Source: an optimization exercise on an open RTL-to-GDS flow (aim: small area, a short achievable clock period and few clock cycles per item). Production flows keep margins and buffers that such runs may drop.
In this exercise RTL edits were held to simulation tests only and were not proved equivalent to the original.
No activity file was given, so power comes from the tool's default toggle rates.

[flow/config.mk]
export PLATFORM = sky130hd
export DESIGN_NAME = unique_value_list_table_unit
export DESIGN_NICKNAME = unique_value_list_table_unit
export VERILOG_FILES = /design/flow/design.v
export SDC_FILE = /design/flow/constraint.sdc
export NUM_CORES = 4
export LEC_CHECK = 0
export CAP_MARGIN = 20
export CORE_MARGIN = 2
export CORE_UTILIZATION = 40
export SETUP_SLACK_MARGIN = 2.0
export SLEW_MARGIN = 20
export TNS_END_PERCENT = 5
[flow/constraint.sdc]
create_clock -name core_clock -period 5.0 [get_ports {clk}]
set_input_delay 1.0000 -clock core_clock [delete_from_list [all_inputs] [get_ports {clk}]]
set_output_delay 1.0000 -clock core_clock [all_outputs]
set_load 0.01 [all_outputs]
[flow/design.v]
`timescale 1ns / 1ps
package uvlt_pkg;
  localparam logic [2:0] FUNC_CLEAR  = 3'd0;
  localparam logic [2:0] FUNC_COUNT  = 3'd1;
  localparam logic [2:0] FUNC_SEARCH = 3'd2;
  localparam logic [2:0] FUNC_INSERT = 3'd3;
  localparam logic [2:0] FUNC_DELETE = 3'd4;
  localparam logic [1:0] ST_OK      = 2'd0;
  localparam logic [1:0] ST_PRESENT = 2'd1;
  localparam logic [1:0] ST_MISSING = 2'd2;
  localparam logic [1:0] ST_FULL    = 2'd3;
  typedef struct packed {
    logic        [2:0]  func;
    logic signed [31:0] value;
  } req_t;
  typedef struct packed {
    logic [1:0] status;
    logic [5:0] position;
    logic [6:0] count;
  } rsp_t;
endpackage
`timescale 1ns / 1ps
module uvlt_ctrl #(
  parameter int CAPACITY = 64
) (
  input  logic                clk,
  input  logic                rst,
  input  logic                start,
  input  logic [2:0]          func,
  input  logic [CAPACITY-1:0] eq,
  output logic [CAPACITY-1:0] valid,
  output logic [CAPACITY-1:0] shift,
  output logic                busy,
  output logic                done,
  output uvlt_pkg::rsp_t      rsp
);
  localparam int IW = $clog2(CAPACITY);
  localparam int CW = $clog2(CAPACITY + 1);
  localparam int GS = 8;                   
  localparam int NG = CAPACITY / GS;       
  logic [CW-1:0]       count;              
  logic                acc;
  logic                is_clear, is_search, is_insert, is_delete;
  logic                full;
  logic [CAPACITY-1:0] match;
  logic [NG-1:0]       gmatch;             
  logic                hit;
  logic [IW-1:0]       pos;
  logic [CAPACITY-1:0] below;              
  assign busy = 1'b0;
  assign acc  = start && !rst;
  assign is_clear  = (func == uvlt_pkg::FUNC_CLEAR);
  assign is_search = (func == uvlt_pkg::FUNC_SEARCH);
  assign is_insert = (func == uvlt_pkg::FUNC_INSERT);
  assign is_delete = (func == uvlt_pkg::FUNC_DELETE);
  logic [CAPACITY-1:0] valid_q;
  logic                app_q, rem_q, clr_q;
  always_comb begin
    if (clr_q)      valid = '0;
    else if (app_q) valid = {valid_q[CAPACITY-2:0], 1'b1};
    else if (rem_q) valid = {1'b0, valid_q[CAPACITY-1:1]};
    else            valid = valid_q;
  end
  assign full = valid[CAPACITY-1];
  always_comb begin
    for (int i = 0; i < CAPACITY; i++) begin
      if (shift[i]) match[i] = valid[i] && ((i + 1 < CAPACITY) ? eq[(i + 1) % CAPACITY] : 1'b0);
      else          match[i] = valid[i] && eq[i];
    end
  end
  always_comb begin
    for (int g = 0; g < NG; g++) begin
      gmatch[g] = |match[g*GS +: GS];
    end
  end
  assign hit = |gmatch;
  always_comb begin
    pos = '0;
    for (int g = 0; g < NG; g++) begin
      if (gmatch[g]) pos[IW-1:$clog2(GS)] = pos[IW-1:$clog2(GS)] | ($clog2(NG))'(g);
    end
    for (int i = 0; i < CAPACITY; i++) begin
      if (match[i]) pos[$clog2(GS)-1:0] = pos[$clog2(GS)-1:0] | ($clog2(GS))'(i % GS);
    end
  end
  always_comb begin
    logic [NG-1:0] gbelow;
    gbelow[0] = 1'b0;
    for (int g = 1; g < NG; g++) begin
      gbelow[g] = gbelow[g-1] | gmatch[g-1];
    end
    for (int i = 0; i < CAPACITY; i++) begin
      below[i] = gbelow[i / GS] | (|(match[(i / GS) * GS +: GS] & GS'((2 << (i % GS)) - 1)));
    end
  end
  logic [1:0]          st_hit, st_miss;
  logic [IW-1:0]       pos_miss;
  logic [CW-1:0]       cnt_hit, cnt_miss;
  logic                uses_pos;
  logic                hit_q;
  logic                pos_sel_q;
  logic [IW-1:0]       pos_q, pos_miss_q;
  logic [1:0]          st_hit_q, st_miss_q;
  logic [CW-1:0]       cnt_hit_q, cnt_miss_q;
  assign uses_pos = is_search || is_insert || is_delete;
  assign count    = hit_q ? cnt_hit_q : cnt_miss_q;
  always_comb begin
    st_hit     = uvlt_pkg::ST_OK;
    st_miss    = uvlt_pkg::ST_OK;
    pos_miss   = '0;
    cnt_hit    = count;
    cnt_miss   = count;
    if (is_clear) begin
      cnt_hit    = '0;
      cnt_miss   = '0;
    end else if (is_search) begin
      st_miss = uvlt_pkg::ST_MISSING;
    end else if (is_insert) begin
      st_hit = uvlt_pkg::ST_PRESENT;
      if (full) begin
        st_miss = uvlt_pkg::ST_FULL;
      end else begin
        pos_miss   = count[IW-1:0];
        cnt_miss   = count + CW'(1);
      end
    end else if (is_delete) begin
      st_miss   = uvlt_pkg::ST_MISSING;
      cnt_hit   = count - CW'(1);
    end
  end
  always_ff @(posedge clk) begin
    if (rst) begin
      shift   <= '0;
      valid_q <= '0;
      app_q   <= 1'b0;
      rem_q   <= 1'b0;
      clr_q   <= 1'b0;
    end else begin
      shift   <= (acc && is_delete) ? below : '0;
      valid_q <= valid;
      app_q   <= acc && !hit && is_insert && !full;
      rem_q   <= acc && hit && is_delete;
      clr_q   <= acc && is_clear;
    end
  end
  always_ff @(posedge clk) begin
    if (rst) begin
      hit_q      <= 1'b0;
      cnt_hit_q  <= '0;
      cnt_miss_q <= '0;
    end else if (acc) begin
      hit_q      <= hit;
      cnt_hit_q  <= cnt_hit;
      cnt_miss_q <= cnt_miss;
    end
  end
  always_ff @(posedge clk) begin
    if (rst) begin
      done <= 1'b0;
    end else begin
      done <= acc;
    end
  end
  always_ff @(posedge clk) begin
    pos_sel_q  <= hit && uses_pos;
    pos_q      <= pos;
    pos_miss_q <= pos_miss;
    st_hit_q   <= st_hit;
    st_miss_q  <= st_miss;
  end
  assign rsp.status   = hit_q ? st_hit_q : st_miss_q;
  assign rsp.position = pos_sel_q ? 6'(pos_q) : (hit_q ? 6'(0) : 6'(pos_miss_q));
  assign rsp.count    = 7'(count);
endmodule
`timescale 1ns / 1ps
module uvlt_datapath #(
  parameter int CAPACITY = 64
) (
  input  logic                clk,
  input  logic [31:0]         value,
  input  logic [CAPACITY-1:0] valid,
  input  logic [CAPACITY-1:0] shift,
  output logic [CAPACITY-1:0] eq
);
  logic [31:0] mem [CAPACITY];
  for (genvar i = 0; i < CAPACITY; i++) begin : g_ent
    localparam logic [31:0] INV = (i % 2 == 1) ? '1 : '0;
    assign eq[i] = (mem[i] == (value ^ INV));
    always_ff @(posedge clk) begin
      if (!valid[i]) begin
        mem[i] <= value ^ INV;
      end else if (shift[i]) begin
        if (i + 1 < CAPACITY) mem[i] <= ~mem[(i + 1) % CAPACITY];
      end
    end
  end
endmodule
`timescale 1ns / 1ps
module unique_value_list_table_unit #(
  parameter int CAPACITY = 64
) (
  input  logic            clk,
  input  logic            rst,
  input  logic            start,
  output logic            busy,
  input  uvlt_pkg::req_t  req,
  output logic            done,
  output uvlt_pkg::rsp_t  rsp
);
  logic [CAPACITY-1:0] valid;
  logic [CAPACITY-1:0] shift;
  logic [CAPACITY-1:0] eq;
  uvlt_ctrl #(
    .CAPACITY (CAPACITY)
  ) u_ctrl (
    .clk   (clk),
    .rst   (rst),
    .start (start),
    .func  (req.func),
    .eq    (eq),
    .valid (valid),
    .shift (shift),
    .busy  (busy),
    .done  (done),
    .rsp   (rsp)
  );
  uvlt_datapath #(
    .CAPACITY (CAPACITY)
  ) u_datapath (
    .clk   (clk),
    .value (req.value),
    .valid (valid),
    .shift (shift),
    .eq    (eq)
  );
endmodule
[flow/run.sh]
#!/bin/bash
# synth_recipe.tcl (not shown) runs the flow's synth.tcl, then flattens the netlist and writes it again
# the make line also repeats each setting of config.mk as NAME=value (left out here)
make -C /OpenROAD-flow-scripts/flow DESIGN_CONFIG=/design/flow/config.mk WORK_HOME=/design/flow/orfs CLKGATE_MAP_FILE= SYNTH_SCRIPT=/design/flow/synth_recipe.tcl finish
==> results of run 1 <==
-- state kept, by name, summed over array words and instances, names as in the netlist --
name / count
u_ctrl.valid_q: 64
u_ctrl.done: 1
u_ctrl.cnt_miss_q: 7
u_ctrl.pos_sel_q: 1
u_ctrl.st_hit_q: 1
u_ctrl.st_miss_q: 2
u_ctrl.hit_q: 1
u_ctrl.cnt_hit_q: 7
u_datapath.mem: 2048
u_ctrl.rem_q: 1
u_ctrl.clr_q: 1
u_ctrl.pos_q: 6
u_ctrl.app_q: 1
u_ctrl.pos_miss_q: 6
u_ctrl.shift: 64
-- cell type report --
cell class | count | area, um2
Sequential cell | 2211 | 64800
Multi-Input combinational cell | 7375 | 46500
Inverter | 83 | 324
Tap cell | 3762 | 4710
Clock inverter | 147 | 1240
Antenna cell | 28 | 70.1
Fill cell | 25796 | 152000
Clock buffer | 299 | 6460
Timing Repair Buffer | 822 | 9130
-- worst paths after layout --
path,start,endpoint,cells past startpoint
setup / recovery,u_ctrl.app_q$_SDFF_PP0_,u_datapath.mem[52][25]$_DFFE_PP_,8
hold / removal,req[23],u_datapath.mem[21][23]$_DFFE_PP_,2
setup reg to reg,u_ctrl.app_q$_SDFF_PP0_,u_datapath.mem[52][25]$_DFFE_PP_,8
hold reg to reg,u_ctrl.cnt_miss_q[1]$_SDFFE_PP0P_,u_ctrl.cnt_miss_q[1]$_SDFFE_PP0P_,2
-- kinds of logic (layout without fill, tap and decap cells) --
family	after synthesis	after routing
compound gates	2032	2032
xor+xnor	2058	2058
fa+ha+maj	2	2
buf+inv	1014	1351
flops	2211	2211
mux	234	234
other cells	1	29
simple gates	3048	3048
-- timing repair --
action,4_1_cts,5_1_grt
endpoints found under the setup margin,1105,672
gates resized for setup,368,14
cloned,25,1
setup buffers,136,8
pin swaps,30,3
-- power breakdown --
part           internal [mW]  switching, mW  leakage [nW]
clock network           10.1           8.05          3.77
registers               21.7           1.50          22.8
logic                   2.31           3.74          20.5
-- layer usage --
| layer | global-route usage | up-vias |
|---|---|---|
| li1 | - | 37644 |
| met2 | 0.479 | 7326 |
| met4 | 0.206 | 14 |
| met1 | 0.451 | 44551 |
| met3 | 0.0783 | 1450 |
| met5 | 0 | - |
-- cells in the final DEF, fill, tap and decap left out, types with 12 or more instances in the layout --
cell        synthesis  routed
nor2b_1            50      50
nor4_1            420     364
clkinv_2            0      58
xnor2_2             0      33
clkinv_1           34      47
buf_4             150     587
inv_1              48      44
a211oi_1           37      24
buf_12              0     116
clkbuf_8            0      13
a31oi_1            23      22
edfxtp_1         2048    2048
bufbuf_16           0      20
nor2_1           1932    1906
bufinv_16           0      19
clkinvlp_4          0      16
diode_2             0      28
nand2b_1           23      14
o21ai_0            66      49
xor2_1            896     891
dfxtp_1           163     158
inv_2               1      34
a22oi_1            12      12
xnor2_1          1162    1129
nand4_1           278     278
nor3_2              2      29
nor3_1            137     106
clkbuf_16           0     251
nand3_1            22      20
nor4_2              4      40
mux2i_1           229     219
buf_6              95      29
nor2_4              0      25
nor4_4              0      20
clkbuf_1          439      42
buf_16              0      36
a21oi_1          1843    1832
nand2_1           108      96
==> impl_metrics.tcl, run 1 <==
set metrics [dict create \
    areaGrowthSynthToFinish_pct 16.2 \
    drt-met1-wl_mm 187 \
    htree_levels 4 \
    critPathRequiredTime_ps 5640 \
    cts_inserted_buffers 244 \
    dpl-instance-area_mm2 0.122 \
    synth_area_leaders "edfxtp_1 (54%), xnor2_1 (8.9%), a21oi_1 (8.0%)" \
    synth_top_area_cell "edfxtp_1" \
    drv_slew 0 \
    synth_edf_count 2048 \
    cellPowerDensity_mw_per_mm2 356 \
    die-area_mm2 0.291 \
    yosysWarningCount 3 \
    fin_area_mm2 0.133 \
    cpMaxStageDelayCell "buf_4" \
    final_util 0.467 \
    slew-limit-headroom 0.158 \
    start_kind "flip-flop" \
    rows 196 \
    stdcell_count 14727 \
    power_leakage_nw 47.1 \
    cp_max_fo 65 \
    synth-simple-area-share 0.121 \
    grt_pass1_wl_mm 681 \
    clk_latency_ps 970 \
    grtUsageTotal 0.333 \
    cts_tree "yes" \
    initial_core_util 0.402 \
    drive_above_1_share 0.134 \
    tightest_slew_ps 1260 \
    cpMostUsedCell "buf_4" \
    synth_nets 10640 \
    arrival_ps 4030 \
    wl_met2_mm 210 \
    via_per_inst 6.18 \
    async_reset_ff_frac 0 \
    top_layer "met5" \
    skew_ps 92.6 \
    grt_pass1_vias 83263 \
    synth_compound_area_frac 0.0915 \
    slowest_delay_ps 690 \
    synthAdderAreaFrac 0.000218 \
    status "timing/DRC/antenna clean" \
    clock.fmax_ghz 0.296 \
    crit_type "reg2reg" \
    synth.area.mux_share 0.0205 \
    grt_max_degree 67 \
    die_x_um 539 \
    avgSynthCellArea_um2 10.8 \
    dpl.cell_count 14083 \
    synthTopCellsByCount "edfxtp_1 (2048), nor2_1 (1932), a21oi_1 (1843)" \
    min_path_type "in2reg" \
    dr.first_iter.drc_count 16010 \
    pre_cts_slack_ps -19.7 \
    syn_area_mm2 0.115 \
    critPathBufInv 5 \
    core_mm2 0.285 \
    finalNetCount 10777 \
    drc 0 \
    final.setup.tns_ps 0 \
    synth-main-ff-cell "edfxtp_1" \
    dpl.hpwl_mm 325 \
    wl_met3_mm 67.4 \
    cp_top_family "buffers and inverters" \
    vias 90985 \
    floorplan.die.height_um 539 \
    cts_root_buffer "clkbuf_16" \
    fin_crit_sh 0.676 \
    gp_congestion 1.00 \
    ys_seq_area_frac 0.565 \
    min_period_ps 3380 \
    hold_ws_ps 463 \
    ys_seq_elements 2211 \
    rsz0062_at_grt "true" \
    power_mw 47.4 \
    synth.most_common_cell "edfxtp_1" \
    drt_pass1_iterations 9 \
    clock-sinks 2211 \
    netlist_instances 10600 \
    maxCapViolCount 0 \
    hold_violations 0 \
    gr-total-overflow 0 \
    fin_ws_ps 1620 \
    rrSetupSlack_ps 1620 \
    synth-xor-area-share 0.157 \
    setup_viol 0 \
    synth_cell_types 64 \
    port_buffers 53 \
    wl_mm 501 \
    postRouteAntennaNets 0 \
    clock_path_buffers 4 \
    vdd_drop_max_mv 0.278 \
    ctsHoldBuffers 0 \
    synth_top_family_by_area "XOR/XNOR gates" \
    end_kind "flip-flop" \
    wl_per_cell_um 34.0 \
    yosysTopAreaCellShare 0.536 \
    path_cells "inv_4 > buf_8 > buf_4 > nor2_1 > nor3_2 > buf_4 > nand2_1 > buf_4" \
    clk_pin_slew_ps 60 \
    io_pins 55 \
    antenna_found_initial 30 \
]
Testbench counts, summed over its fixed seeds: cycles 12,008, ops 12,000.
==> run 2: changes to the inputs <==
==> flow/flow/run.sh (new file) <==
#!/bin/bash
set -euo pipefail
cd "$(dirname "${BASH_SOURCE[0]}")/.."
slow=""
for c in nor4_1 nor4_2 nor4_4 nor4b_1 nor4b_2 nor4b_4 nor4bb_1 nor4bb_2 nor4bb_4 \
         or4_1 or4_2 or4_4 or4b_1 or4b_2 or4b_4 or4bb_1 or4bb_2 or4bb_4 \
         a2111o_1 a2111o_2 a2111o_4 a2111oi_0 a2111oi_1 a2111oi_2 a2111oi_4 \
         o2111a_1 o2111a_2 o2111a_4 o2111ai_1 o2111ai_2 o2111ai_4 \
         nor3b_1 nor3b_2 nor3b_4 or3b_1 or3b_2 or3b_4; do
  slow="$slow sky130_fd_sc_hd__$c"
done
# the platform's own list, as make evaluates it
platform=$(make -s -C "$FLOW_HOME" DESIGN_CONFIG="$PWD/config.mk" WORK_HOME="$PWD/du_probe" \
  print-DONT_USE_CELLS 2> du_probe.log | sed -n 's/^DONT_USE_CELLS: //p')
rm -rf du_probe
[[ -n "$platform" ]] || { echo "no platform don't-use list" >&2; exit 1; }
export FLOW_FLOW_DONT_USE="$platform $slow"
echo "$FLOW_FLOW_DONT_USE" > dont_use.txt
# standard.sh with the don't-use list on its make command line
sed 's/^make -C /make DONT_USE_CELLS="$FLOW_FLOW_DONT_USE" -C /' standard.sh > standard_du.sh
grep -q 'DONT_USE_CELLS="$FLOW_FLOW_DONT_USE"' standard_du.sh
bash standard_du.sh > flow_make.log 2>&1
==> flow/standard.sh (new file) <==
#!/bin/bash
# synth_recipe.tcl (not shown) runs the flow's synth.tcl, then flattens the netlist and writes it again
# the make line also repeats each setting of config.mk as NAME=value (left out here)
make -C /OpenROAD-flow-scripts/flow DESIGN_CONFIG=/design/flow/config.mk WORK_HOME=/design/flow/orfs CLKGATE_MAP_FILE= SYNTH_SCRIPT=/design/flow/synth_recipe.tcl "${@:-finish}"
removed: flow/run.sh
==> run 2 against run 1 <==
Still clean. Global-route usage fell by 4.4 points. Final cell count decreased by 1.0%. Synthesized cell count decreased by 0.43%. Fmax rose by 0.66%. Sequential power shrank 4%. Via count down 6.2%. Clock skew fell by 32 ps. Non-clock buffer count fell by 247. Critical path type is now in2reg. Largest cell class unchanged. Largest power group unchanged. Highest routed layer unchanged.
==> impl_metrics.tcl, run 2 <==
set metrics [dict create \
    async_reset_ff_frac 0 \
    ys_seq_elements 2211 \
    multi_input_comb_area_mm2 0.0470 \
    port_buffers 53 \
    tightest_slew_ps 1170 \
    grt_pass1_vias 79835 \
    vdd_drop_max_mv 0.347 \
    grt_max_degree 76 \
    cts_tree "yes" \
    die-area_mm2 0.297 \
    core_mm2 0.291 \
    start_kind "input port" \
    drv_slew 0 \
    wl_per_cell_um 30.2 \
    floorplan.die.height_um 545 \
    syn_area_mm2 0.117 \
    areaGrowthSynthToFinish_pct 11.9 \
    maxCapViolCount 0 \
    synth-main-ff-cell "edfxtp_1" \
    min_path_cells 2 \
    gr-total-overflow 0 \
    drt_pass1_iterations 8 \
    final.setup.tns_ps 0 \
    clock.fmax_ghz 0.298 \
    dpl.cell_count 14081 \
    arrival_ps 4090 \
    cp_max_fo 37 \
    final_cell_mix "edfxtp_1 (2048), nor2_1 (1834), a21oi_1 (1785)" \
    stdcell_count 14579 \
    p_int_mw 33.0 \
    critPathRequiredTime_ps 5730 \
    hold_violations 0 \
    cellPowerDensity_mw_per_mm2 342 \
    regArea_mm2 0.0648 \
    final_util 0.450 \
    synthTopCellsByCount "edfxtp_1 (2048), nor2_1 (1859), a21oi_1 (1816)" \
    top_regs "u_datapath.mem x2048, u_ctrl.shift x64, u_ctrl.valid_q x64" \
    netSwitchingPower_mw 11.8 \
    clockPowerShare 0.400 \
    status "timing/DRC/antenna clean" \
    htree_levels 4 \
    min_period_ps 3360 \
    slew-limit-headroom 0.220 \
    rows 198 \
    die_x_um 545 \
    synth.most_common_cell "edfxtp_1" \
    vias 85374 \
    clk_pin_slew_ps 60 \
    clock-sinks 2211 \
    slowest_delay_ps 430 \
    pre_cts_slack_ps 154 \
    p_comb_frac 0.103 \
    antenna_found_initial 33 \
    ys_seq_area_frac 0.554 \
    cpMaxStageDelayCell "o21ai_1" \
    crit_type "in2reg" \
    dpl.hpwl_mm 302 \
    clock_path_buffers 3 \
    io_pins 55 \
    initial_core_util 0.402 \
    largest_reg_flops 2048 \
    cts_root_buffer "clkbuf_16" \
    synth_cell_types 62 \
    skew_ps 60.3 \
    end_kind "flip-flop" \
    drive_above_1_share 0.105 \
    yosysWarningCount 3 \
    synth_area_leaders "edfxtp_1 (53%), a21oi_1 (7.8%), xnor2_1 (7.7%)" \
    finalNetCount 10493 \
    grtUsageTotal 0.289 \
    n_fill_cell 26726 \
    gp_congestion 1.02 \
    synth_top_area_cell "edfxtp_1" \
    cts_inserted_buffers 240 \
    fin_ws_ps 1640 \
    setup_viol 0 \
    via_per_inst 5.86 \
    dr.first_iter.drc_count 13168 \
    yosysTopAreaCellShare 0.526 \
    rsz0062_at_grt "true" \
    grt_pass1_wl_mm 610 \
    synth_edf_count 2048 \
    fin_crit_sh 0.672 \
    synth_nets 10594 \
    final_common_cell "edfxtp_1" \
    sw_frac_of_total 0.263 \
    ctsHoldBuffers 0 \
    min_path_type "reg2reg" \
    clk_latency_ps 920 \
    seq_power_share 0.498 \
    rrSetupSlack_ps 1700 \
    path_cells "buf_6 > buf_12 > buf_4 > buf_4 > xor2_1 > and4_1 > nand4_1 > nor3_1 > o21ai_1 > and4_4 > nand2_4 > nor3_4 > buf_12 > a41oi_1" \
    top_register "u_datapath.mem" \
    drc 0 \
    avgSynthCellArea_um2 11.1 \
    postRouteAntennaNets 0 \
    netlist_instances 10554 \
    r2r.worst_path.cells 10 \
    power_leakage_nw 46.2 \
    wl_mm 441 \
]
==> run 2: cell types whose count changed after synthesis, sizes merged, moves of 42 or more <==
| cell | delta |
|---|---|
| and4 | +447 |
| inv | +42 |
| mux2i | +66 |
| nand2 | +56 |
| nand4 | -66 |
| nor2 | -73 |
| nor4 | -424 |
| xnor2 | -128 |
| xor2 | +128 |
==> run 2: metrics by stage <==
| step | power [mW] | hold slack (ps) | cell area, um2 |
|---|---|---|---|
| detailed placement | 27.0 | 484 | 122000 |
| floorplan | 25.0 | 445 | 117000 |
| global placement | 27.0 | 454 | 122000 |
| global route | 45.9 | 525 | 131000 |
| finish | 44.8 | 516 | 131000 |
| CTS | 44.7 | 509 | 131000 |
==> run 2: area by class of cell <==
class | instances | area share
flip-flops and latches | 2211 | 0.495
clock buffers | 331 | 0.0507
well taps | 3900 | 0.0373
multi-input cells | 7333 | 0.359
clock inverters | 118 | 0.00890
inverters | 92 | 0.00298
diodes | 19 | 0.000363
repair buffers | 575 | 0.0451
==> run 2: routing by layer <==
| layer | wire length, um | GRT usage |
|---|---|---|
| met5 | 131 | 0 |
| met3 | 49100 | 0.0620 |
| met1 | 175000 | 0.394 |
| met4 | 23500 | 0.135 |
| met2 | 193000 | 0.437 |
==> run 2: what timing repair did <==
| action | in CTS | in global routing |
|---|---|---|
| hold endpoints to repair | 0 | 0 |
| gates resized for setup | 138 | 19 |
| buffers inserted | 26 | 1 |
| endpoints found under the setup margin | 676 | 216 |
| pin swaps | 5 | 0 |
| cloned | 1 | 2 |
==> run 2: logic make-up (layout without fill, tap and decap cells) <==
| group | count (synthesis) | in the layout | synth area share |
|---|---|---|---|
| muxes | 328 | 328 | 0.0284 |
| and+or+nand+nor | 2981 | 2981 | 0.126 |
| adders and majority gates | 2 | 2 | 0.000214 |
| DFF | 2211 | 2211 | 0.554 |
| xor gates and xnor gates | 2058 | 2058 | 0.154 |
| buffers and inverters | 1010 | 1116 | 0.0519 |
| other | 1 | 20 | 0.0000321 |
| AOI/OAI and AO/OA | 1963 | 1963 | 0.0859 |
==> run 2: power groups by stage <==
| stage | combinational (mW) | clock, mW | sequential, mW |
|---|---|---|---|
| global route | 4.83 | 18.7 | 22.3 |
| global placement | 4.39 | 0 | 22.6 |
| CTS | 4.48 | 18.0 | 22.2 |
| detailed placement | 4.41 | 0 | 22.6 |
| finish | 4.59 | 17.9 | 22.3 |
| floorplan | 2.91 | 0 | 22.1 |
==> run 2: final timing paths <==
check                               startpoint                                 to
max reg2reg            u_ctrl.app_q$_SDFF_PP0_          u_ctrl.hit_q$_SDFFE_PP0P_
min reg2reg  u_ctrl.cnt_miss_q[4]$_SDFFE_PP0P_  u_ctrl.cnt_miss_q[4]$_SDFFE_PP0P_
max                                    req[10]        u_ctrl.shift[42]$_SDFF_PP0_
min          u_ctrl.cnt_miss_q[4]$_SDFFE_PP0P_  u_ctrl.cnt_miss_q[4]$_SDFFE_PP0P_
==> run 2: worst max-delay path, delay by kind of cell <==
kind / cells / cell delay [ps]
AO/OA/AOI/OAI: 2 / 580
XOR/XNOR: 1 / 80
buffers and inverters: 5 / 1190
AND/OR/NAND/NOR: 6 / 1080
==> run 3: changes to the inputs <==
--- a/flow/design.v
+++ b/flow/design.v
@@ -29,5 +29,6 @@
   input  logic [2:0]          func,
   input  logic [CAPACITY-1:0] eq,
-  output logic [CAPACITY-1:0] valid,
+  input  logic                eq_last,
+  output logic [CAPACITY-1:0] valid_q,
   output logic [CAPACITY-1:0] shift,
   output logic                busy,
@@ -54,5 +55,5 @@
   assign is_insert = (func == uvlt_pkg::FUNC_INSERT);
   assign is_delete = (func == uvlt_pkg::FUNC_DELETE);
-  logic [CAPACITY-1:0] valid_q;
+  logic [CAPACITY-1:0] valid;
   logic                app_q, rem_q, clr_q;
   always_comb begin
@@ -65,6 +66,7 @@
   always_comb begin
     for (int i = 0; i < CAPACITY; i++) begin
-      if (shift[i]) match[i] = valid[i] && ((i + 1 < CAPACITY) ? eq[(i + 1) % CAPACITY] : 1'b0);
-      else          match[i] = valid[i] && eq[i];
+      if (!valid_q[i]) match[i] = valid[i] && eq_last;
+      else if (shift[i]) match[i] = valid[i] && ((i + 1 < CAPACITY) ? eq[(i + 1) % CAPACITY] : 1'b0);
+      else               match[i] = valid[i] && eq[i];
     end
   end
@@ -179,8 +181,14 @@
   input  logic                clk,
   input  logic [31:0]         value,
-  input  logic [CAPACITY-1:0] valid,
+  input  logic [CAPACITY-1:0] valid_q,
   input  logic [CAPACITY-1:0] shift,
-  output logic [CAPACITY-1:0] eq
+  output logic [CAPACITY-1:0] eq,
+  output logic                eq_last
 );
+  logic [31:0] value_q;
+  always_ff @(posedge clk) begin
+    value_q <= value;
+  end
+  assign eq_last = (value_q == value);
   logic [31:0] mem [CAPACITY];
   for (genvar i = 0; i < CAPACITY; i++) begin : g_ent
@@ -188,6 +196,6 @@
     assign eq[i] = (mem[i] == (value ^ INV));
     always_ff @(posedge clk) begin
-      if (!valid[i]) begin
-        mem[i] <= value ^ INV;
+      if (!valid_q[i]) begin
+        mem[i] <= value_q ^ INV;
       end else if (shift[i]) begin
         if (i + 1 < CAPACITY) mem[i] <= ~mem[(i + 1) % CAPACITY];
@@ -208,7 +216,8 @@
   output uvlt_pkg::rsp_t  rsp
 );
-  logic [CAPACITY-1:0] valid;
+  logic [CAPACITY-1:0] valid_q;
   logic [CAPACITY-1:0] shift;
   logic [CAPACITY-1:0] eq;
+  logic                eq_last;
   uvlt_ctrl #(
     .CAPACITY (CAPACITY)
@@ -218,8 +227,9 @@
     .start (start),
     .func  (req.func),
-    .eq    (eq),
-    .valid (valid),
-    .shift (shift),
-    .busy  (busy),
+    .eq      (eq),
+    .eq_last (eq_last),
+    .valid_q (valid_q),
+    .shift   (shift),
+    .busy    (busy),
     .done  (done),
     .rsp   (rsp)
@@ -229,8 +239,9 @@
   ) u_datapath (
     .clk   (clk),
-    .value (req.value),
-    .valid (valid),
-    .shift (shift),
-    .eq    (eq)
+    .value   (req.value),
+    .valid_q (valid_q),
+    .shift   (shift),
+    .eq      (eq),
+    .eq_last (eq_last)
   );
 endmodule
==> run 3 against run 2 <==
Still clean. Count of clock-buffer cells in the layout decreased by 13. Register-to-register slack got worse by 70 ps. Die area is 1.7% higher. Final cell count fell by 2.7%. Fmax fell by 1.9%. Sequential share of layout area is 1.6 points lower. Clock skew up 27 ps. Via count rose by 1.1%. Synthesized area increased by 1.7%. Routed wire length is 11% higher. Sequential cell count rose by 32. Critical path type unchanged. Largest power group unchanged.
==> impl_metrics.tcl, run 3 <==
set metrics [dict create \
    finalNetCount 10072 \
    fin_crit_sh 0.685 \
    rsz0062_at_grt "true" \
    avgSynthCellArea_um2 12.0 \
    tightest_slew_ps 1220 \
    vdd_drop_max_mv 0.282 \
    skew_ps 87.6 \
    cts_tree "yes" \
    floorplan.die.height_um 549 \
    arrival_ps 4250 \
    synth_edf_count 2048 \
    sw_frac_of_total 0.262 \
    met3_usage 0.0769 \
    final_util 0.462 \
    core_mm2 0.296 \
    min_path_type "in2reg" \
    critPathRequiredTime_ps 5820 \
    netlist_instances 9897 \
    slew-limit-headroom 0.183 \
    clk_latency_ps 970 \
    htree_levels 4 \
    cpMaxStageDelayCell "nand4_1" \
    fin_ws_ps 1580 \
    rows 200 \
    drc 0 \
    synth_cell_types 58 \
    final_cell_mix "edfxtp_1 (2048), nor2_1 (1105), mux2i_1 (1067)" \
    dr.first_iter.drc_count 13421 \
    drive_above_1_share 0.127 \
    top_register "u_datapath.mem" \
    grt_pass1_vias 82191 \
    yosysWarningCount 3 \
    crit_start "req[30]" \
    die-area_mm2 0.302 \
    port_buffers 53 \
    areaGrowthSynthToFinish_pct 15.1 \
    grtUsageMet1 0.406 \
    critPathBufInv 3 \
    drv_slew 0 \
    clock_path_buffers 4 \
    synth-main-ff-cell "edfxtp_1" \
    ys_seq_area_frac 0.550 \
    min_period_ps 3420 \
    r2r-start "u_datapath.value_q[9]$_DFF_P_" \
    die_x_um 549 \
    grtUsageTotal 0.313 \
    largest_reg_flops 2048 \
    synth_top_area_cell "edfxtp_1" \
    p_int_mw 34.4 \
    synth_nets 9937 \
    n_fill_cell 26599 \
    slowest_delay_ps 530 \
    rrSetupSlack_ps 1630 \
    clockPowerShare 0.405 \
    start_kind "input port" \
    power_leakage_nw 47.7 \
    cp_max_fo 23 \
    postRouteAntennaNets 0 \
    status "timing/DRC/antenna clean" \
    clk_pin_slew_ps 70 \
    synth_area_leaders "edfxtp_1 (52%), mux2i_1 (9.0%), xnor2_1 (7.9%)" \
    top_regs "u_datapath.mem x2048, u_ctrl.shift x64, u_ctrl.valid_q x64" \
    crit_type "in2reg" \
    seq_power_share 0.487 \
    io_pins 55 \
    cellPowerDensity_mw_per_mm2 341 \
    synth.most_common_cell "edfxtp_1" \
    antenna_found_initial 25 \
    yosysTopAreaCellShare 0.517 \
    clock-sinks 2243 \
    via_per_inst 6.09 \
    syn_area_mm2 0.119 \
    cts_root_buffer "clkbuf_16" \
    wl_per_cell_um 34.6 \
    end_kind "flip-flop" \
    grt_pass1_wl_mm 666 \
    cts_inserted_buffers 248 \
    vias 86340 \
    gr-usage-met2 0.473 \
    cpMostUsedCell "nand4_1" \
    gr-max-usage-layer "met2" \
    gp_congestion 0.989 \
    hold_violations 0 \
    maxCapViolCount 0 \
    setup_viol 0 \
    pre_cts_slack_ps -57.4 \
    netSwitchingPower_mw 12.2 \
    gr-total-overflow 0 \
    ys_seq_elements 2243 \
    min_from "req[10]" \
    dpl.hpwl_mm 301 \
    synthTopCellsByCount "edfxtp_1 (2048), nor2_1 (1108), mux2i_1 (1072)" \
    path_cells "buf_16 > buf_12 > buf_4 > xor2_1 > and4_1 > nand4_1 > o21bai_1 > nand4_1 > nand4_1 > nor2_4 > nand4bb_4 > or3_1" \
    wl_mm 491 \
    grt_max_degree 71 \
    clock.fmax_ghz 0.292 \
    final_common_cell "edfxtp_1" \
    initial_core_util 0.401 \
    cp_top_family "simple AND/OR/NAND/NOR gates" \
    drt_pass1_iterations 8 \
    async_reset_ff_frac 0 \
    p_comb_frac 0.107 \
]
run 3: changes by cell type after synthesis, moves of 39 or more:
cell	before	now
and4_1	446	527
nand4_1	212	173
nor2_1	1859	1108
nand2_1	164	112
o21bai_1	0	46
buf_2	18	74
mux2i_1	295	1072
inv_1	91	144
clkbuf_1	443	357
buf_6	111	66
a21oi_1	1816	1059
run 3: worst paths after layout:
kind	to	depth (start not counted)
hold reg to reg	u_ctrl.cnt_miss_q[1]$_SDFFE_PP0P_	2
hold / removal	u_datapath.value_q[10]$_DFF_P_	1
setup / recovery	u_ctrl.pos_q[0]$_SDFF_PP1_	12
setup reg to reg	u_ctrl.pos_q[0]$_SDFF_PP1_	11
run 3: kinds of logic (layout without fill, tap and decap cells):
family,after synthesis,after routing,share of synthesized area
XOR/XNOR,2090,2090,0.154
AND/OR/NAND/NOR,2178,2179,0.0998
AO/OA/AOI/OAI,1300,1300,0.0598
adder cells (fa/ha/maj),2,2,0.000210
multiplexers,1073,1073,0.0903
other,1,8,0.0000315
flip-flops,2243,2243,0.550
buffers and inverters,1010,1350,0.0458
run 3: area by class of cell:
type / instances / area [um2] / share of cell area
inverters: 145 / 547 / 0.00400
clock inverters: 138 / 1540 / 0.0113
well taps: 3939 / 4930 / 0.0360
repair buffers: 749 / 8990 / 0.0657
diodes: 7 / 17.5 / 0.000128
multi-input cells: 6645 / 48600 / 0.355
clock buffers: 318 / 6580 / 0.0481
flip-flops and latches: 2243 / 65600 / 0.480
run 3: through the flow:
| stage | instances | setup TNS [ps] | power, mW | area, um2 | hold slack, ps |
|---|---|---|---|---|---|
| 6_report | 14184 | 0 | 46.6 | 137000 | 325 |
| 2_1_floorplan | 9897 | 0 | 25.3 | 119000 | 446 |
| 3_3_place_gp | 13430 | -2230 | 27.4 | 124000 | 453 |
| 4_1_cts | 14061 | 0 | 46.3 | 135000 | 316 |
| 3_5_place_dp | 13430 | -57.4 | 27.4 | 124000 | 463 |
| 5_1_grt | 14179 | 0 | 47.5 | 137000 | 305 |
run 3: per-layer routing:
layer | vias up | part of all wire
li1 | 35658 | -
met3 | 1389 | 0.12
met4 | 20 | 0.069
met2 | 6007 | 0.44
met1 | 43266 | 0.38
met5 | - | 0.00031
run 3: power by group through the flow:
stage               registers, mW  clock network [mW]  logic [mW]
floorplan                    22.5                   0        2.84
global route                 22.7                19.6        5.20
global placement             23.0                   0        4.33
finish                       22.7                18.9        5.01
CTS                          22.6                18.9        4.75
detailed placement           23.0                   0        4.34
run 3: timing repair:
action / in CTS / in global routing
pin swaps: 38 / 29
hold buffers: 0 / 0
setup buffers: 151 / 107
endpoints found under the setup margin: 89 / 71
gates resized for setup: 352 / 74
cloned: 24 / 9
Testbench counts of run 3, summed over its fixed seeds: cycles 12,008, ops 12,000.
==> run 4: changes to the inputs <==
--- a/flow/design.v
+++ b/flow/design.v
@@ -64,11 +64,14 @@
   end
   assign full = valid[CAPACITY-1];
+  logic          fwd;                      
+  logic [IW-1:0] fwd_pos;
   always_comb begin
     for (int i = 0; i < CAPACITY; i++) begin
-      if (!valid_q[i]) match[i] = valid[i] && eq_last;
-      else if (shift[i]) match[i] = valid[i] && ((i + 1 < CAPACITY) ? eq[(i + 1) % CAPACITY] : 1'b0);
-      else               match[i] = valid[i] && eq[i];
-    end
-  end
+      if (shift[i]) match[i] = valid_q[i] && valid[i] && ((i + 1 < CAPACITY) ? eq[(i + 1) % CAPACITY] : 1'b0);
+      else          match[i] = valid_q[i] && valid[i] && eq[i];
+    end
+  end
+  assign fwd     = app_q && eq_last;
+  assign fwd_pos = IW'(count - CW'(1));
   always_comb begin
     for (int g = 0; g < NG; g++) begin
@@ -76,7 +79,7 @@
     end
   end
-  assign hit = |gmatch;
-  always_comb begin
-    pos = '0;
+  assign hit = (|gmatch) || fwd;
+  always_comb begin
+    pos = fwd ? fwd_pos : '0;
     for (int g = 0; g < NG; g++) begin
       if (gmatch[g]) pos[IW-1:$clog2(GS)] = pos[IW-1:$clog2(GS)] | ($clog2(NG))'(g);
@@ -93,5 +96,6 @@
     end
     for (int i = 0; i < CAPACITY; i++) begin
-      below[i] = gbelow[i / GS] | (|(match[(i / GS) * GS +: GS] & GS'((2 << (i % GS)) - 1)));
+      below[i] = gbelow[i / GS] | (|(match[(i / GS) * GS +: GS] & GS'((2 << (i % GS)) - 1)))
+               | (fwd && !valid_q[i]);
     end
   end
==> run 4 against run 3 <==
Largest cell class unchanged. Critical path type unchanged. Die area shrank 0.24%. Worst setup slack better by 92 ps. Power down 0.67%. Hold slack gained 24 ps. Critical endpoint is now u_ctrl.shift[42]$_SDFF_PP0_. Still clean on timing, DRC and antenna. Design area shrank 2.0%. Sequential share of layout area rose by 1.0 points. Sequential cell count did not move.
==> impl_metrics.tcl, run 4 <==
set metrics [dict create \
    grt_pass1_wl_mm 632 \
    synthAdderAreaFrac 0.000211 \
    stdcell_count 14088 \
    ys_seq_area_frac 0.551 \
    power_leakage_nw 46.0 \
    drt_pass1_iterations 6 \
    pre_cts_slack_ps 8.69 \
    die-area_mm2 0.301 \
    synth-simple-area-share 0.103 \
    final_util 0.455 \
    fin_crit_sh 0.667 \
    crit_type "in2reg" \
    clock.fmax_ghz 0.300 \
    yosysWarningCount 3 \
    tightest_slew_ps 1250 \
    gr-total-overflow 0 \
    fin_ws_ps 1670 \
    cellPowerDensity_mw_per_mm2 346 \
    core_mm2 0.295 \
    wl_mm 455 \
    largest_reg_flops 2048 \
    netSwitchingPower_mw 12.4 \
    synth_compound_area_frac 0.0605 \
    synthTopCellsByCount "edfxtp_1 (2048), nor2_1 (1200), a21oi_1 (1070)" \
    p_comb_frac 0.103 \
    synth-main-ff-cell "edfxtp_1" \
    drv_slew 0 \
    dpl-instance-area_mm2 0.124 \
    synth_cell_types 76 \
    avgSynthCellArea_um2 11.8 \
    clock_path_buffers 4 \
    slew-limit-headroom 0.164 \
    die_x_um 549 \
    initial_core_util 0.403 \
    synth.area.mux_share 0.0914 \
    postRouteAntennaNets 0 \
    io_pins 55 \
    hold_violations 0 \
    arrival_ps 4080 \
    gp_congestion 0.972 \
    syn_area_mm2 0.119 \
    top_register "u_datapath.mem" \
    min_path_type "in2reg" \
    synth_edf_count 2048 \
    min_period_ps 3330 \
    seq_power_share 0.502 \
    maxCapViolCount 0 \
    setup_viol 0 \
    top_regs "u_datapath.mem x2048, u_ctrl.shift x64, u_ctrl.valid_q x64" \
    synth_area_leaders "edfxtp_1 (52%), mux2i_1 (8.9%), xnor2_1 (7.8%)" \
    antenna_found_initial 25 \
    cts_inserted_buffers 245 \
    sw_frac_of_total 0.268 \
    cp_max_fo 20 \
    clockPowerShare 0.396 \
    drc 0 \
    dpl.cell_count 13490 \
    cts_root_buffer "clkbuf_16" \
    critPathRequiredTime_ps 5750 \
    ctsHoldBuffers 0 \
    via_per_inst 5.98 \
    end_kind "flip-flop" \
    final_cell_mix "edfxtp_1 (2048), nor2_1 (1192), a21oi_1 (1070)" \
    htree_levels 4 \
    synth_top_family_by_area "XOR/XNOR gates" \
    dpl.hpwl_mm 297 \
    grt_max_degree 73 \
    grt_pass1_vias 81851 \
    rows 199 \
    yosysTopAreaCellShare 0.518 \
    power_mw 46.3 \
    hold_ws_ps 349 \
    rsz0062_at_grt "true" \
    p_int_mw 33.9 \
    n_fill_cell 26526 \
    synth_top_area_cell "edfxtp_1" \
    drive_above_1_share 0.111 \
    start_kind "input port" \
    vias 84306 \
    fin_area_mm2 0.134 \
    synth.most_common_cell "edfxtp_1" \
    grtUsageTotal 0.293 \
    clk_latency_ps 970 \
    port_buffers 53 \
    clk_pin_slew_ps 60 \
    final.setup.tns_ps 0 \
    cts_tree "yes" \
    areaGrowthSynthToFinish_pct 13.0 \
    dr.first_iter.drc_count 11776 \
    netlist_instances 10013 \
    async_reset_ff_frac 0 \
    skew_ps 80.0 \
    status "timing/DRC/antenna clean" \
    clock-sinks 2243 \
    floorplan.die.height_um 549 \
    vdd_drop_max_mv 0.296 \
    finalNetCount 9987 \
    synth-xor-area-share 0.154 \
    synth_nets 10053 \
    wl_per_cell_um 32.3 \
    final_common_cell "edfxtp_1" \
    ys_seq_elements 2243 \
]
[run 4: area by class of cell]
cell class                      instances  area [um2]  share of cell area
Antenna cell                            8        20.0            0.000149
Clock buffer                          325        6630              0.0495
Clock inverter                        136        1280             0.00953
Inverter                               91         353             0.00263
Multi-Input combinational cell       6802       49200               0.367
Sequential cell                      2243       65600               0.490
Tap cell                             3919        4900              0.0366
Timing Repair Buffer                  564        6060              0.0452
[run 4: logic make-up (layout without fill, tap and decap cells)]
family                     count (synthesis)  in the layout
xor gates and xnor gates                2089           2089
other                                      1              9
muxes                                   1078           1078
AOI/OAI and AO/OA                       1307           1307
DFF                                     2243           2243
buffers and inverters                    969           1116
and+or+nand+nor                         2324           2325
adders and majority gates                  2              2
[run 4: final timing paths]
kind / startpoint / to / slack (ps) / cells after the start
worst max register to register: u_ctrl.rem_q$_SDFF_PP0_ / u_ctrl.shift[42]$_SDFF_PP0_ / 1740 / 13
worst min-delay path: req[19] / u_datapath.value_q[19]$_DFF_P_ / 350 / 1
worst min register to register: u_ctrl.cnt_hit_q[3]$_SDFFE_PP0P_ / u_ctrl.cnt_hit_q[3]$_SDFFE_PP0P_ / 490 / 2
worst max-delay path: req[12] / u_ctrl.shift[42]$_SDFF_PP0_ / 1670 / 16
[run 4: routing by layer]
metal  vias to the layer above  part of all wire  wire length, um  GRT usage
met4                        18             0.063            28700      0.156
met1                     42417              0.38           174000      0.376
li1                      35635                 -                -          -
met2                      5013              0.46           209000      0.470
met5                         -           0.00034              154          0
met3                      1223             0.096            43900     0.0515
[run 4: worst max-delay path: stages]
cell	delay, ps
buf_12	140
buf_16	230
buf_12	160
buf_4	180
xnor2_1	170
and4_1	220
and4b_2	280
nand3_1	130
and4_4	270
nand4_1	210
buf_4	230
nor2_4	120
and3b_2	250
buf_12	130
buf_6	120
a41oi_2	100
[run 4: timing repair]
action / 4_1_cts / 5_1_grt
gates resized for setup: 146 / 125
pin swaps: 16 / 34
cloned: 4 / 3
setup buffers: 45 / 77
setup endpoints to repair: 83 / 75
[run 4: power by group through the flow]
stage	Sequential (mW)	Combinational, mW	Clock [mW]
2_1_floorplan	22.8	3.11	0
3_3_place_gp	23.6	4.50	0
3_5_place_dp	23.6	4.52	0
4_1_cts	23.2	4.61	18.4
5_1_grt	23.3	5.02	19.1
6_report	23.2	4.75	18.3
Testbench counts of run 4, summed over its fixed seeds: cycles 12,008, ops 12,000.
==> run 5: changes to the inputs <==
--- a/flow/design.v
+++ b/flow/design.v
@@ -46,7 +46,6 @@
   logic [CAPACITY-1:0] match;
   logic [NG-1:0]       gmatch;             
-  logic                hit;
-  logic [IW-1:0]       pos;
-  logic [CAPACITY-1:0] below;              
+  localparam int NH = 2;                   
+  localparam int GH = NG / NH;             
   assign busy = 1'b0;
   assign acc  = start && !rst;
@@ -55,13 +54,31 @@
   assign is_insert = (func == uvlt_pkg::FUNC_INSERT);
   assign is_delete = (func == uvlt_pkg::FUNC_DELETE);
+  logic [NH-1:0]       hit_h_q;
+  logic                hitq;
+  logic                ins_q, del_q, clr_q;
+  logic                app, rem;
+  assign hitq = |hit_h_q;
+  assign app  = ins_q && !hitq;
+  assign rem  = del_q && hitq;
   logic [CAPACITY-1:0] valid;
-  logic                app_q, rem_q, clr_q;
-  always_comb begin
-    if (clr_q)      valid = '0;
-    else if (app_q) valid = {valid_q[CAPACITY-2:0], 1'b1};
-    else if (rem_q) valid = {1'b0, valid_q[CAPACITY-1:1]};
-    else            valid = valid_q;
+  always_comb begin
+    if (clr_q)    valid = '0;
+    else if (app) valid = {valid_q[CAPACITY-2:0], 1'b1};
+    else if (rem) valid = {1'b0, valid_q[CAPACITY-1:1]};
+    else          valid = valid_q;
   end
   assign full = valid[CAPACITY-1];
+  logic [NG-1:0]       gdel_q;
+  logic [CAPACITY-1:0] inpre_q;
+  always_comb begin
+    logic [NG-1:0] gbelow;
+    gbelow[0] = 1'b0;
+    for (int g = 1; g < NG; g++) begin
+      gbelow[g] = gbelow[g-1] | gdel_q[g-1];
+    end
+    for (int i = 0; i < CAPACITY; i++) begin
+      shift[i] = gbelow[i / GS] | inpre_q[i];
+    end
+  end
   logic          fwd;                      
   logic [IW-1:0] fwd_pos;
@@ -72,5 +89,5 @@
     end
   end
-  assign fwd     = app_q && eq_last;
+  assign fwd     = app && eq_last;
   assign fwd_pos = IW'(count - CW'(1));
   always_comb begin
@@ -79,23 +96,16 @@
     end
   end
-  assign hit = (|gmatch) || fwd;
-  always_comb begin
-    pos = fwd ? fwd_pos : '0;
-    for (int g = 0; g < NG; g++) begin
-      if (gmatch[g]) pos[IW-1:$clog2(GS)] = pos[IW-1:$clog2(GS)] | ($clog2(NG))'(g);
-    end
-    for (int i = 0; i < CAPACITY; i++) begin
-      if (match[i]) pos[$clog2(GS)-1:0] = pos[$clog2(GS)-1:0] | ($clog2(GS))'(i % GS);
-    end
-  end
-  always_comb begin
-    logic [NG-1:0] gbelow;
-    gbelow[0] = 1'b0;
-    for (int g = 1; g < NG; g++) begin
-      gbelow[g] = gbelow[g-1] | gmatch[g-1];
-    end
-    for (int i = 0; i < CAPACITY; i++) begin
-      below[i] = gbelow[i / GS] | (|(match[(i / GS) * GS +: GS] & GS'((2 << (i % GS)) - 1)))
-               | (fwd && !valid_q[i]);
+  logic [NH-1:0]       hit_h;
+  logic [NH-1:0][IW-1:0] pos_h;
+  always_comb begin
+    for (int h = 0; h < NH; h++) begin
+      hit_h[h] = (|gmatch[h*GH +: GH]) || (h == 0 && fwd);
+      pos_h[h] = (h == 0 && fwd) ? fwd_pos : '0;
+      for (int g = h * GH; g < (h + 1) * GH; g++) begin
+        if (gmatch[g]) pos_h[h][IW-1:$clog2(GS)] = pos_h[h][IW-1:$clog2(GS)] | ($clog2(NG))'(g);
+      end
+      for (int i = h * GH * GS; i < (h + 1) * GH * GS; i++) begin
+        if (match[i]) pos_h[h][$clog2(GS)-1:0] = pos_h[h][$clog2(GS)-1:0] | ($clog2(GS))'(i % GS);
+      end
     end
   end
@@ -104,11 +114,11 @@
   logic [CW-1:0]       cnt_hit, cnt_miss;
   logic                uses_pos;
-  logic                hit_q;
-  logic                pos_sel_q;
-  logic [IW-1:0]       pos_q, pos_miss_q;
+  logic                uses_pos_q;
+  logic [NH-1:0][IW-1:0] pos_h_q;
+  logic [IW-1:0]       pos_miss_q;
   logic [1:0]          st_hit_q, st_miss_q;
   logic [CW-1:0]       cnt_hit_q, cnt_miss_q;
   assign uses_pos = is_search || is_insert || is_delete;
-  assign count    = hit_q ? cnt_hit_q : cnt_miss_q;
+  assign count    = hitq ? cnt_hit_q : cnt_miss_q;
   always_comb begin
     st_hit     = uvlt_pkg::ST_OK;
@@ -137,24 +147,32 @@
   always_ff @(posedge clk) begin
     if (rst) begin
-      shift   <= '0;
       valid_q <= '0;
-      app_q   <= 1'b0;
-      rem_q   <= 1'b0;
+      ins_q   <= 1'b0;
+      del_q   <= 1'b0;
       clr_q   <= 1'b0;
+      gdel_q  <= '0;
+      inpre_q <= '0;
     end else begin
-      shift   <= (acc && is_delete) ? below : '0;
       valid_q <= valid;
-      app_q   <= acc && !hit && is_insert && !full;
-      rem_q   <= acc && hit && is_delete;
+      ins_q   <= acc && is_insert && !full;
+      del_q   <= acc && is_delete;
       clr_q   <= acc && is_clear;
+      for (int g = 0; g < NG; g++) begin
+        gdel_q[g] <= acc && is_delete && gmatch[g];
+      end
+      for (int i = 0; i < CAPACITY; i++) begin
+        inpre_q[i] <= acc && is_delete
+                      && ((|(match[(i / GS) * GS +: GS] & GS'((2 << (i % GS)) - 1)))
+                          || (fwd && !valid_q[i]));
+      end
     end
   end
   always_ff @(posedge clk) begin
     if (rst) begin
-      hit_q      <= 1'b0;
+      hit_h_q    <= '0;
       cnt_hit_q  <= '0;
       cnt_miss_q <= '0;
     end else if (acc) begin
-      hit_q      <= hit;
+      hit_h_q    <= hit_h;
       cnt_hit_q  <= cnt_hit;
       cnt_miss_q <= cnt_miss;
@@ -169,13 +187,22 @@
   end
   always_ff @(posedge clk) begin
-    pos_sel_q  <= hit && uses_pos;
-    pos_q      <= pos;
+    uses_pos_q <= uses_pos;
+    for (int h = 0; h < NH; h++) begin
+      pos_h_q[h] <= pos_h[h];
+    end
     pos_miss_q <= pos_miss;
     st_hit_q   <= st_hit;
     st_miss_q  <= st_miss;
   end
-  assign rsp.status   = hit_q ? st_hit_q : st_miss_q;
-  assign rsp.position = pos_sel_q ? 6'(pos_q) : (hit_q ? 6'(0) : 6'(pos_miss_q));
-  assign rsp.count    = 7'(count);
+  always_comb begin
+    logic [IW-1:0] pos_any;
+    pos_any = '0;
+    for (int h = 0; h < NH; h++) begin
+      pos_any = pos_any | pos_h_q[h];
+    end
+    rsp.status   = hitq ? st_hit_q : st_miss_q;
+    rsp.position = (hitq && uses_pos_q) ? 6'(pos_any) : (hitq ? 6'(0) : 6'(pos_miss_q));
+    rsp.count    = 7'(count);
+  end
 endmodule
 `timescale 1ns / 1ps
==> run 5 against run 4 <==
Fmax up 5.3%. Design area is 0.65% lower. Synthesized cell count rose by 0.87%. Sequential share of layout area rose by 0.54 points. Worst setup slack better by 170 ps. Power increased by 2.4%. Sequential cell count is 14 higher. Count of clock-buffer cells in the layout is 23 higher. Core utilization is 0.52 points lower. Clock power rose by 5%. Synthesized area about the same. First-iteration DRC count down 0.58%. Largest cell class unchanged. Highest routed layer unchanged.
==> impl_metrics.tcl, run 5 <==
set metrics [dict create \
    cts_inserted_buffers 267 \
    slew-limit-headroom 0.206 \
    gr-total-overflow 0 \
    synth_top_area_cell "edfxtp_1" \
    synth-main-ff-cell "edfxtp_1" \
    drc 0 \
    top_regs "u_datapath.mem x2048, u_ctrl.inpre_q x64, u_ctrl.valid_q x64" \
    min_from "req[5]" \
    top_layer "met5" \
    drt_pass1_iterations 6 \
    rows 200 \
    final_util 0.450 \
    netlist_instances 10100 \
    gp_congestion 0.945 \
    floorplan.die.height_um 549 \
    die_x_um 549 \
    synth_area_leaders "edfxtp_1 (52%), mux2i_1 (8.6%), xnor2_1 (7.8%)" \
    cts_tree "yes" \
    crit_type "reg2out" \
    final.setup.tns_ps 0 \
    via_per_inst 5.92 \
    clock.fmax_ghz 0.316 \
    postRouteAntennaNets 0 \
    grt_max_degree 73 \
    die-area_mm2 0.301 \
    io_pins 55 \
    arrival_ps 2160 \
    synth.most_common_cell "edfxtp_1" \
    wl_met2_mm 198 \
    setup_viol 0 \
    min_period_ps 3160 \
    fin_crit_sh 0.633 \
    clock_path_buffers 4 \
    skew_ps 39.8 \
    cellPowerDensity_mw_per_mm2 356 \
    drv_slew 0 \
    grt_pass1_vias 81169 \
    crit_start "u_ctrl.hit_h_q[1]$_SDFFE_PP0P_" \
    async_reset_ff_frac 0 \
    finalNetCount 10027 \
    ys_seq_area_frac 0.553 \
    start_kind "flip-flop" \
    critPathRequiredTime_ps 4000 \
    r2r-start "u_ctrl.hit_h_q[0]$_SDFFE_PP0P_" \
    vias 83610 \
    drt-met1-wl_mm 176 \
    min_path_type "in2reg" \
    synth_edf_count 2048 \
    grt_pass1_wl_mm 616 \
    yosysTopAreaCellShare 0.518 \
    power_leakage_nw 46.3 \
    clk_latency_ps 860 \
    cp_max_fo 6 \
    final_cell_mix "edfxtp_1 (2048), nor2_1 (1247), xnor2_1 (1060)" \
    dr.first_iter.drc_count 11708 \
    final_common_cell "edfxtp_1" \
    wl_mm 441 \
    grtUsageTotal 0.284 \
    syn_area_mm2 0.119 \
    yosysWarningCount 3 \
    wl_met3_mm 44.9 \
    initial_core_util 0.401 \
    areaGrowthSynthToFinish_pct 12.2 \
    maxCapViolCount 0 \
    rsz0062_at_grt "true" \
    cts_root_buffer "clkbuf_16" \
    largest_reg_flops 2048 \
    wl_per_cell_um 31.2 \
    ys_seq_elements 2257 \
    port_buffers 53 \
    avgSynthCellArea_um2 11.8 \
    hold_violations 0 \
    status "timing/DRC/antenna clean" \
    clk_pin_slew_ps 60 \
    end_kind "output port" \
    tightest_slew_ps 1190 \
    top_register "u_datapath.mem" \
    synth_cell_types 67 \
    vdd_drop_max_mv 0.243 \
    synthTopCellsByCount "edfxtp_1 (2048), nor2_1 (1250), xnor2_1 (1061)" \
    dpl.hpwl_mm 292 \
    drive_above_1_share 0.106 \
    htree_levels 5 \
    core_mm2 0.296 \
    power_mw 47.4 \
    clock-sinks 2257 \
    antenna_found_initial 23 \
    synth_nets 10140 \
]
run 5: cell count changes after synthesis, moves of 41 or more:
cell      previous run  this run
nand2_1            111       225
nor2_1            1200      1250
and4_1             364       452
nand2b_1            60        13
nand4_1            271       213
a211oi_1            51        10
nor3_1              89       132
a311oi_1             4        57
run 5: kinds of logic (layout without fill, tap and decap cells):
group / count (synthesis) / count (layout) / synth area share
other cells: 1 / 7 / 0.0000316
mux: 1023 / 1023 / 0.0863
flops: 2257 / 2257 / 0.553
simple gates: 2463 / 2464 / 0.108
xor+xnor: 2092 / 2092 / 0.154
fa+ha+maj: 2 / 2 / 0.000211
compound gates: 1272 / 1272 / 0.0584
buf+inv: 990 / 1078 / 0.0389
run 5: area by class of cell:
class                           instances  area (um2)
Antenna cell                            6        15.0
Clock buffer                          348        7310
Clock inverter                        123        1040
Fill cell                           26850      163000
Inverter                               97         379
Multi-Input combinational cell       6854       48700
Sequential cell                      2257       65900
Tap cell                             3939        4930
Timing Repair Buffer                  510        4830
run 5: final timing paths:
kind | end | slack, ps | cells after the start
min | u_datapath.value_q[5]$_DFF_P_ | 440 | 1
min reg2reg | u_ctrl.valid_q[58]$_SDFF_PP0_ | 480 | 2
max reg2reg | u_ctrl.cnt_hit_q[6]$_SDFFE_PP0P_ | 1860 | 20
max | rsp[2] | 1840 | 5
run 5: repair_timing:
action	in CTS	in global routing
gates resized for setup	137	92
cloned	1	2
hold buffers	0	0
setup endpoints to repair	193	72
buffers inserted	48	27
pin swaps	10	16
run 5: per-stage QoR:
stage          hold slack, ps  instances  worst slack (ps)  area (um2)
6_report                  441      14134              1840      133000
5_1_grt                   418      14130              1800      133000
4_1_cts                   412      14099              1800      133000
3_5_place_dp              467      13579               744      124000
3_3_place_gp              462      13579               740      124000
2_1_floorplan             464      10100              2100      119000
run 5: worst max-delay path: stages, from the launching register on:
cell,delay [ps]
dfxtp_4,420
or2_4,260
buf_4,170
mux2i_4,230
inv_2,70
buf_2,140
run 5: layer usage:
metal | track usage | vias to the layer above
li1 | - | 35762
met1 | 0.379 | 41981
met5 | 0 | -
met3 | 0.0606 | 1050
met2 | 0.445 | 4801
met4 | 0.122 | 16
run 5: where the power goes:
group          internal, mW  leakage [nW]  switching, mW  total, mW
sequential             22.0          23.4           1.41       23.4
clock                  11.1          4.09           8.14       19.3
combinational          1.92          18.9           2.88       4.80
Testbench counts of run 5, summed over its fixed seeds: cycles 12,008, ops 12,000.
==> run 6: changes to the inputs <==
--- a/flow/config.mk
+++ b/flow/config.mk
@@ -9,4 +9,6 @@
 export CORE_MARGIN = 2
 export CORE_UTILIZATION = 40
+export CTS_CLUSTER_DIAMETER = 100
+export CTS_CLUSTER_SIZE = 20
 export SETUP_SLACK_MARGIN = 2.0
 export SLEW_MARGIN = 20
==> run 6 against run 5 <==
Via count decreased by 1.2%. Core utilization decreased by 1.5 points. Final cell count decreased by 1.8%. Worst setup slack got worse by 46 ps. Die area unchanged. Fmax decreased by 1.4%. Global-route usage decreased by 0.25 points. Synthesized area unchanged. Design area decreased by 3.4%. Combinational power about the same. Critical path type unchanged. Largest power group unchanged. Sequential cell count unchanged. Power decreased by 15%.
==> impl_metrics.tcl, run 6 <==
set metrics [dict create \
    status "timing/DRC/antenna clean" \
    rrSetupSlack_ps 1810 \
    dpl-instance-area_mm2 0.124 \
    synth_nets 10140 \
    fin_area_mm2 0.129 \
    ys_seq_area_frac 0.553 \
    tightest_slew_ps 1190 \
    yosysTopAreaCellShare 0.518 \
    die_x_um 549 \
    sw_frac_of_total 0.273 \
    synth_top_area_cell "edfxtp_1" \
    synth_compound_area_frac 0.0584 \
    initial_core_util 0.401 \
    slowest_delay_ps 430 \
    netlist_instances 10100 \
    p_comb_frac 0.119 \
    top_regs "u_datapath.mem x2048, u_ctrl.inpre_q x64, u_ctrl.valid_q x64" \
    hold_violations 0 \
    power_mw 40.2 \
    synth-simple-area-share 0.108 \
    clk_pin_slew_ps 90 \
    gr-total-overflow 0 \
    p_int_mw 29.2 \
    gr-max-usage-layer "met2" \
    critPathBufInv 3 \
    postRouteAntennaNets 0 \
    port_buffers 53 \
    floorplan.die.height_um 549 \
    largest_reg_flops 2048 \
    antenna_found_initial 23 \
    grtUsageMet1 0.379 \
    drt_pass1_iterations 6 \
    cts_inserted_buffers 140 \
    slew-limit-headroom 0.204 \
    synth_edf_count 2048 \
    yosysWarningCount 3 \
    syn_area_mm2 0.119 \
    cts_tree "yes" \
    via_per_inst 5.95 \
    synth-main-ff-cell "edfxtp_1" \
    synth.area.mux_share 0.0863 \
    drv_slew 0 \
    grt_pass1_vias 79850 \
    avgSynthCellArea_um2 11.8 \
    final_cell_mix "edfxtp_1 (2048), nor2_1 (1247), xnor2_1 (1060)" \
    synth_cell_types 67 \
    finalNetCount 9899 \
    rows 200 \
    grtUsageTotal 0.281 \
    vias 82637 \
    final.setup.tns_ps 0 \
    gp_congestion 0.945 \
    die-area_mm2 0.301 \
    start_kind "flip-flop" \
    synth-xor-area-share 0.154 \
    netSwitchingPower_mw 11.0 \
    arrival_ps 2210 \
    power_leakage_nw 44.1 \
    areaGrowthSynthToFinish_pct 8.36 \
    core_mm2 0.296 \
    pre_cts_slack_ps 744 \
    dpl.cell_count 13579 \
    synth_top_family_by_area "XOR/XNOR gates" \
    clock_path_buffers 4 \
    seq_power_share 0.581 \
    synth.most_common_cell "edfxtp_1" \
    hold_ws_ps 434 \
    cpMaxStageDelayCell "dfxtp_4" \
    clock-sinks 2257 \
    final_util 0.435 \
    min_path_type "in2reg" \
    wl_mm 438 \
    io_pins 55 \
    end_kind "output port" \
    gr-usage-met2 0.443 \
    grt_pass1_wl_mm 610 \
    clk_latency_ps 890 \
    crit_type "reg2out" \
    wl_per_cell_um 31.5 \
    min_period_ps 3210 \
    clock.fmax_ghz 0.311 \
    stdcell_count 13884 \
    synthAdderAreaFrac 0.000211 \
    cellPowerDensity_mw_per_mm2 312 \
    setup_viol 0 \
    drive_above_1_share 0.0862 \
    dr.first_iter.drc_count 11976 \
    cp_max_fo 6 \
    ys_seq_elements 2257 \
    clockPowerShare 0.300 \
    critPathRequiredTime_ps 4000 \
    top_register "u_datapath.mem" \
    cp_top_family "flip-flops" \
    skew_ps 74.9 \
    rsz0062_at_grt "true" \
    fin_ws_ps 1790 \
    drc 0 \
    final_common_cell "edfxtp_1" \
    cts_root_buffer "clkbuf_16" \
    synthTopCellsByCount "edfxtp_1 (2048), nor2_1 (1250), xnor2_1 (1061)" \
    maxCapViolCount 0 \
    met3_usage 0.0563 \
    synth_area_leaders "edfxtp_1 (52%), mux2i_1 (8.6%), xnor2_1 (7.8%)" \
    path_cells "or2_4 > buf_4 > mux2i_4 > inv_2 > buf_2" \
    fin_crit_sh 0.642 \
    dpl.hpwl_mm 292 \
    grt_max_degree 73 \
    htree_levels 4 \
    vdd_drop_max_mv 0.236 \
    async_reset_ff_frac 0 \
    ctsHoldBuffers 0 \
]
==> run 6: cell counts after synthesis <==
Identical to the previous run, type by type.
==> run 6: repair_timing <==
action	in CTS	in global routing
endpoints found under the setup margin	200	112
pin swaps	8	15
resized for setup	136	77
hold endpoints to repair	0	0
cloned	1	4
setup buffers	47	25
==> run 6: area by class of cell <==
class	instances	area (um2)
fill	27227	167000
sequential	2257	65900
multi-input combinational	6856	48700
tap	3939	4930
timing repair buffer	507	4770
clock buffer	213	3800
inverter	97	379
clock inverter	9	105
antenna	6	15.0
==> run 6: metal layers <==
| layer | part of all wire | vias up | wire length [um] |
|---|---|---|---|
| met3 | 0.10 | 924 | 44500 |
| met2 | 0.45 | 4756 | 197000 |
| li1 | - | 35349 | - |
| met1 | 0.40 | 41592 | 175000 |
| met4 | 0.047 | 16 | 20500 |
| met5 | 0.00026 | - | 115 |
==> run 6: power by group through the flow <==
stage	logic [mW]	clock network (mW)	registers, mW
global route	5.06	12.7	23.4
CTS	4.69	12.1	23.3
finish	4.79	12.1	23.3
floorplan	3.12	0	23.0
global placement	4.59	0	23.7
detailed placement	4.61	0	23.7
==> run 6: cell families (layout without fill, tap and decap cells) <==
| logic type | Yosys count | in the layout |
|---|---|---|
| compound gates | 1272 | 1272 |
| xor+xnor | 2092 | 2092 |
| fa+ha+maj | 2 | 2 |
| buf+inv | 990 | 826 |
| flops | 2257 | 2257 |
| mux | 1023 | 1023 |
| other cells | 1 | 7 |
| simple gates | 2463 | 2466 |
==> run 6: path summary, 6_finish.rpt <==
path	from	endpoint	cells after the start
min	req[5]	u_datapath.value_q[5]$_DFF_P_	1
max reg2reg	u_ctrl.hit_h_q[0]$_SDFFE_PP0P_	u_ctrl.cnt_hit_q[6]$_SDFFE_PP0P_	20
max	u_ctrl.hit_h_q[1]$_SDFFE_PP0P_	rsp[2]	5
min reg2reg	u_ctrl.valid_q[59]$_SDFF_PP0_	u_ctrl.valid_q[58]$_SDFF_PP0_	2
==> run 6: worst register-to-register path, delay by kind of cell (launching register included) <==
family                    cells  cell delay, ps
buffers and inverters        15            1830
xor gates and xnor gates      1             140
and+or+nand+nor               2             270
DFF                           1             390
muxes                         1             260
AOI/OAI and AO/OA             1             140

[static timing again, ports no longer ideal]
Ports are ideal in the flow. The routed layouts listed here were re-timed in OpenROAD. Step 1 sets driving cells, clkbuf_16 on the clock port and buf_2 on the other inputs (assumed; they add their load-dependent delay and slew). Step 2 also shifts input and output timing later by t, the mid clock arrival at the registers, as if the neighbouring blocks saw the same clock. a / b / c = no drivers / after step 1 / after step 2; a / b = the first two.
run | t (ns) | setup slack, ns | clock arrival spread, ns | slew at the worst register clock pin (ns)
run 1 | 1.020 | 1.618 / 1.415 / 0.395 | 0.093 / 0.093 | 0.07 / 0.07
run 2 | 0.991 | 1.640 / 1.608 / 0.617 | 0.063 / 0.064 | 0.07 / 0.07
run 3 | 1.024 | 1.575 / 1.411 / 0.387 | 0.090 / 0.090 | 0.07 / 0.07
run 4 | 1.025 | 1.667 / 1.712 / 0.687 | 0.085 / 0.086 | 0.07 / 0.07
run 5 | 0.940 | 1.836 / 1.740 / 0.932 | 0.042 / 0.042 | 0.06 / 0.06
run 6 | 0.939 | 1.789 / 1.698 / 0.932 | 0.076 / 0.076 | 0.10 / 0.10
After both steps setup and hold are still met in every run listed. The setup slack of run 1, which loses most, moves by -0.203 ns with the drivers and by -1.223 ns with both steps.
